Context: an optimization exercise on an open-source flow, tuned for small area, a short achievable clock period and few clock cycles per item. The choices shown serve that exercise and are no tape-out recipe. The RTL was checked by simulation tests, not by an equivalence proof against the original design. No activity file was given, so power comes from the tool's default toggle rates.

== run 1 ==
// lru_value_tracker
module lru_value_tracker #(
    parameter int DEPTH      = 16,
    parameter int VALUE_BITS = 32
) (
    input  logic                               i_clk,
    input  logic                               i_rst_n,
    input  logic                               i_cfg_we,
    input  logic [lvt_pkg::CAP_W-1:0]          i_cfg_wdata,
    input  logic                               i_valid,
    output logic                               o_stall,
    input  logic signed [lvt_pkg::FIELD_W-1:0] i_key_value,
    output logic                               o_valid,
    input  logic                               i_stall,
    output logic                               o_status,
    output logic                               o_hit,
    output logic                               o_evicted_valid,
    output logic signed [lvt_pkg::FIELD_W-1:0] o_evicted_value,
    output logic [lvt_pkg::CAP_W-1:0]          o_occupancy
);
Size in the first run: ~700 flip-flops, ~84 I/O pins.
export LEC_CHECK = 0
export CAP_MARGIN = 20
export CORE_MARGIN = 2
export CORE_UTILIZATION = 50
export CTS_CLUSTER_DIAMETER = 100
export CTS_CLUSTER_SIZE = 25
export SETUP_SLACK_MARGIN = 2.2
export SLEW_MARGIN = 20
create_clock -name core_clock -period 4.4 [get_ports {i_clk}]
standard.sh (not shown) runs the stock make flow with config.mk's settings and CLKGATE_MAP_FILE= SYNTH_SCRIPT=/design/flow/synth_recipe.tcl, a recipe that flattens the netlist after the stock synthesis.
==> flow/flow/run.sh <==
#!/bin/bash
set -euo pipefail
cd "$(dirname "$0")/.."
bash standard.sh "BUFFER_PORTS_ARGS=-buffer_cell sky130_fd_sc_hd__buf_4" finish > run_standard.log 2>&1
Run 1 went all the way through the flow, and no timing, DRC or antenna check failed.
Testbench counts of run 1, summed over its fixed seeds: cycles 16,024, items 16,000.
Input changes introduced in run 2 (baseline for comparison: run 1):
-- flow/config.mk --
<<< run 1, line 10
export CORE_UTILIZATION = 50
export CTS_CLUSTER_DIAMETER = 100
export CTS_CLUSTER_SIZE = 25
export SETUP_SLACK_MARGIN = 2.2
export SLEW_MARGIN = 20
>>> run 2, line 10
export CORE_UTILIZATION = 50
export CTS_CLUSTER_DIAMETER = 100
export CTS_CLUSTER_SIZE = 20
export SETUP_SLACK_MARGIN = 2.2
export SLEW_MARGIN = 20
Notes after the runs:
Relative to run 1, worst hold slack has increased by 0.015 ns in run 2. Run 2 and run 1 ended up with roughly the same setup slack. Share of power burned in combinational logic of run 1 is on par with run 2.

The RTL this note starts from:
==> flow/design.v <==
package lvt_pkg;
    localparam int CAP_W   = 5;
    localparam int FIELD_W = 32;
    localparam logic [CAP_W-1:0] CAP_RESET = 5'd16;
    typedef enum logic [1:0] {
        ST_IDLE,
        ST_SEARCH,
        ST_APPLY
    } t_state;
    typedef struct packed {
        logic load_key;
        logic search;
        logic apply;
    } t_cmd;
    typedef struct packed {
        logic hit;
        logic error;
    } t_stat;
endpackage
module lvt_ctrl #(
    parameter int RES_W = 40
) (
    input  logic             i_clk,
    input  logic             i_rst_n,
    input  logic             i_push,
    input  logic [RES_W-1:0] i_res,
    input  logic             i_out_stall,
    output logic             o_freeze,
    output logic             o_valid,
    output logic [RES_W-1:0] o_res
);
    logic             r_ov;
    logic [RES_W-1:0] r_out;
    logic             freeze;
    assign freeze = r_ov && i_out_stall;
    always_ff @(posedge i_clk) begin
        if (!i_rst_n) r_ov <= 1'b0;
        else          r_ov <= freeze || i_push;
    end
    always_ff @(posedge i_clk) begin
        if (!freeze) r_out <= i_res;
    end
    assign o_freeze = freeze;
    assign o_valid  = r_ov;
    assign o_res    = r_out;
endmodule
module lvt_datapath #(
    parameter int DEPTH      = 16,
    parameter int VALUE_BITS = 32
) (
    input  logic                          i_clk,
    input  logic                          i_rst_n,
    input  logic                          i_cfg_we,
    input  logic [lvt_pkg::CAP_W-1:0]     i_cfg_wdata,
    input  logic                          i_hold,
    input  logic                          i_valid,
    input  logic [lvt_pkg::FIELD_W-1:0]   i_key_value,
    output logic                          o_push,
    output logic                          o_status,
    output logic                          o_hit,
    output logic                          o_evicted_valid,
    output logic [lvt_pkg::FIELD_W-1:0]   o_evicted_value,
    output logic [lvt_pkg::CAP_W-1:0]     o_occupancy
);
    localparam int CNT_W = $clog2(DEPTH + 1);
    localparam int LO_W  = VALUE_BITS / 2;
    logic [VALUE_BITS-1:0]     r_list [DEPTH];
    logic [CNT_W-1:0]          r_cnt;
    logic [lvt_pkg::CAP_W-1:0] r_cap;
    logic                      r_cap0;    
    logic [DEPTH-1:0]      r_lv;
    logic [DEPTH-1:0]      r_ls;
    logic                  r_full;
    logic                  r_v2;
    logic [VALUE_BITS-1:0] r_k2;
    logic [DEPTH-1:0]      r_hlo2;
    logic [DEPTH-1:0]      r_hhi2;
    logic                  r_eq2;
    logic                  r_vb;
    logic [VALUE_BITS-1:0] r_kb;
    logic [DEPTH-1:0]      r_sb;    
    logic                  go;
    logic                  cap0;
    logic                  is_evict;
    logic                  is_insert;
    logic                  found;
    logic [DEPTH-1:0]      missv;
    logic [DEPTH-1:0]      en;
    logic [DEPTH-1:0]      hlo;
    logic [DEPTH-1:0]      hhi;
    logic [DEPTH-1:0]      hlo1;
    logic [DEPTH-1:0]      hhi1;
    logic                  eqb_lo;
    logic                  eqb_hi;
    logic                  eq12;
    logic [DEPTH-1:0]      m2;
    logic [DEPTH-1:0]      s2;
    logic [DEPTH-1:0]      s2s;
    logic [VALUE_BITS-1:0] last;
    assign go = r_vb && !i_hold;
    always_comb begin
        found     = r_sb[0];
        cap0      = r_cap0;
        is_evict  = !found && !cap0 && r_full;
        is_insert = !found && !cap0 && !r_full;
        for (int i = 0; i < DEPTH; i++)
            missv[i] = !cap0 && (r_full ? r_lv[i] : ((i == 0) ? 1'b1 : r_lv[(i == 0) ? 0 : i - 1]));
        for (int i = 0; i < DEPTH; i++)
            en[i] = go && (r_sb[i] || (!found && missv[i]));
    end
    logic [DEPTH-1:0] capsel;
    logic [DEPTH-1:0] lv_ins;
    logic             full_ins;
    logic             full_same;
    logic             ins_now;
    always_comb begin
        for (int i = 0; i < DEPTH; i++)
            capsel[i] = (i == DEPTH - 1) ? (r_cap >= lvt_pkg::CAP_W'(DEPTH)) : (r_cap == lvt_pkg::CAP_W'(i + 1));
        lv_ins    = {r_lv[DEPTH-2:0], 1'b1};
        full_ins  = |(lv_ins & capsel);
        full_same = |(r_lv & capsel);
        ins_now = go && is_insert;
    end
    always_comb begin
        for (int i = 0; i < DEPTH; i++) begin
            hlo[i] = (r_list[i][LO_W-1:0] == i_key_value[LO_W-1:0]);
            hhi[i] = (r_list[i][VALUE_BITS-1:LO_W] == i_key_value[VALUE_BITS-1:LO_W]);
        end
        eqb_lo = (r_kb[LO_W-1:0] == i_key_value[LO_W-1:0]);
        eqb_hi = (r_kb[VALUE_BITS-1:LO_W] == i_key_value[VALUE_BITS-1:LO_W]);
        eq12   = (r_k2 == i_key_value);
        for (int i = 0; i < DEPTH; i++) begin
            hlo1[i] = en[i] ? ((i == 0) ? eqb_lo : hlo[(i == 0) ? 0 : i - 1]) : hlo[i];
            hhi1[i] = en[i] ? ((i == 0) ? eqb_hi : hhi[(i == 0) ? 0 : i - 1]) : hhi[i];
        end
    end
    logic             last2;
    logic             drop2;
    always_comb begin
        m2 = r_hlo2 & r_hhi2 & r_lv;
        for (int i = 0; i < DEPTH; i++)
            s2[i] = |(m2 >> i);
        last2 = |(m2 & r_ls);
        drop2 = found ? r_eq2 : (is_evict && last2);
        for (int i = 0; i < DEPTH; i++)
            s2s[i] = en[i] ? (((i == 0) && r_eq2) || (s2[(i == 0) ? 0 : i - 1] && !drop2)) : s2[i];
    end
    always_comb begin
        last = '0;
        for (int i = 0; i < DEPTH; i++)
            if (r_ls[i]) last = last | r_list[i];
    end
    always_ff @(posedge i_clk) begin
        if (!i_rst_n) begin
            r_cnt   <= '0;
            r_cap   <= lvt_pkg::CAP_RESET;
            r_cap0  <= 1'b0;
            r_lv    <= '0;
            r_ls    <= '0;
            r_full  <= 1'b0;
            r_v2    <= 1'b0;
            r_vb    <= 1'b0;
        end else begin
            if (i_cfg_we) begin
                r_cap  <= i_cfg_wdata;
                r_cap0 <= (i_cfg_wdata == '0);
            end
            if (ins_now) begin
                r_cnt   <= r_cnt + CNT_W'(1);
                r_lv    <= lv_ins;
                r_ls    <= {r_ls[DEPTH-2:0], r_ls == '0};
                r_full  <= full_ins;
            end else begin
                r_full  <= full_same;
            end
            if (!i_hold) begin
                r_v2 <= i_valid;
                r_vb <= r_v2;
            end
        end
    end
    always_ff @(posedge i_clk) begin
        for (int i = 0; i < DEPTH; i++)
            if (en[i]) r_list[i] <= (i == 0) ? r_kb : r_list[(i == 0) ? 0 : i - 1];
        if (!i_hold) begin
            r_k2   <= i_key_value;
            r_hlo2 <= hlo1;
            r_hhi2 <= hhi1;
            r_eq2  <= eq12;
            r_kb   <= r_k2;
            r_sb   <= s2s;
        end
    end
    assign o_push          = go;
    assign o_status        = !found && cap0;
    assign o_hit           = found;
    assign o_evicted_valid = is_evict;
    assign o_evicted_value = is_evict ? last : '0;
    assign o_occupancy     = lvt_pkg::CAP_W'(r_cnt + CNT_W'(is_insert));
endmodule
module lru_value_tracker #(
    parameter int DEPTH      = 16,
    parameter int VALUE_BITS = 32
) (
    input  logic                               i_clk,
    input  logic                               i_rst_n,
    input  logic                               i_cfg_we,
    input  logic [lvt_pkg::CAP_W-1:0]          i_cfg_wdata,
    input  logic                               i_valid,
    output logic                               o_stall,
    input  logic signed [lvt_pkg::FIELD_W-1:0] i_key_value,
    output logic                               o_valid,
    input  logic                               i_stall,
    output logic                               o_status,
    output logic                               o_hit,
    output logic                               o_evicted_valid,
    output logic signed [lvt_pkg::FIELD_W-1:0] o_evicted_value,
    output logic [lvt_pkg::CAP_W-1:0]          o_occupancy
);
    localparam int RES_W = 3 + lvt_pkg::FIELD_W + lvt_pkg::CAP_W;
    logic             hold;
    logic             push;
    logic             st, hit, evv;
    logic [lvt_pkg::FIELD_W-1:0] evval;
    logic [lvt_pkg::CAP_W-1:0]   occ;
    logic [RES_W-1:0] res;
    lvt_datapath #(
        .DEPTH      (DEPTH),
        .VALUE_BITS (VALUE_BITS)
    ) u_datapath (
        .i_clk           (i_clk),
        .i_rst_n         (i_rst_n),
        .i_cfg_we        (i_cfg_we),
        .i_cfg_wdata     (i_cfg_wdata),
        .i_hold          (hold),
        .i_valid         (i_valid && !i_stall),
        .i_key_value     (i_key_value),
        .o_push          (push),
        .o_status        (st),
        .o_hit           (hit),
        .o_evicted_valid (evv),
        .o_evicted_value (evval),
        .o_occupancy     (occ)
    );
    lvt_ctrl #(
        .RES_W (RES_W)
    ) u_ctrl (
        .i_clk       (i_clk),
        .i_rst_n     (i_rst_n),
        .i_push      (push),
        .i_res       ({st, hit, evv, evval, occ}),
        .i_out_stall (i_stall),
        .o_freeze    (hold),
        .o_valid     (o_valid),
        .o_res       (res)
    );
    assign o_stall = i_stall;
    assign {o_status, o_hit, o_evicted_valid, o_evicted_value, o_occupancy} = res;
endmodule
Settings: LEC_CHECK=0, CAP_MARGIN=20, CORE_MARGIN=2, CORE_UTILIZATION=40, CTS_CLUSTER_DIAMETER=100, CTS_CLUSTER_SIZE=20, SETUP_SLACK_MARGIN=2.3, SLEW_MARGIN=20; clock period 4.4 ns.
Scripts as last shown in full above: flow/flow/run.sh
Testbench counts at the start, summed over its fixed seeds: cycles 16,024, items 16,000.
Rerun with:
- SETUP_SLACK_MARGIN: 2.3 -> 2.2
Effect: The changed run finished clean. Worst setup slack improved by 87 ps. Wire length went down by 5.2%. Total power stays flat.

==> static timing again, ports no longer ideal <==
Ports are ideal in the flow. The routed layouts listed here were re-timed in OpenROAD.
Step 1 (the two cells are an assumption about what drives the block):
set clk [get_ports {i_clk}]
set_driving_cell -lib_cell sky130_fd_sc_hd__clkbuf_16 $clk
set_driving_cell -lib_cell sky130_fd_sc_hd__buf_2 [delete_from_list [all_inputs] $clk]
Step 2, shift: input delay + t, output delay - t, t = (earliest + latest rising clock arrival at the registers) / 2. This alone moves slack from input paths to output paths.
a / b / c = no drivers / after step 1 / after step 2; a / b = the first two.
| run | t (ns) | setup WS [ns] | hold slack, ns | worst data-port slew with drivers (ns) |
|---|---|---|---|---|
| run 1 | 0.661 | 2.043 / 2.076 / 1.421 | 0.455 / 0.455 / 0.455 | 0.06 |
| run 2 | 0.679 | 2.043 / 2.085 / 1.406 | 0.470 / 0.470 / 0.470 | 0.07 |
| the first run of note 2 | 0.661 | 2.044 / 2.044 / 1.644 | 0.468 / 0.468 / 0.468 | 0.04 |
| the second run of note 2 | 0.671 | 2.131 / 2.131 / 1.596 | 0.473 / 0.473 / 0.473 | 0.05 |
After both steps every run listed still meets setup and hold. For run 2, which loses most, drivers alone change the setup slack by +0.042 ns; drivers and shift together by -0.637 ns.
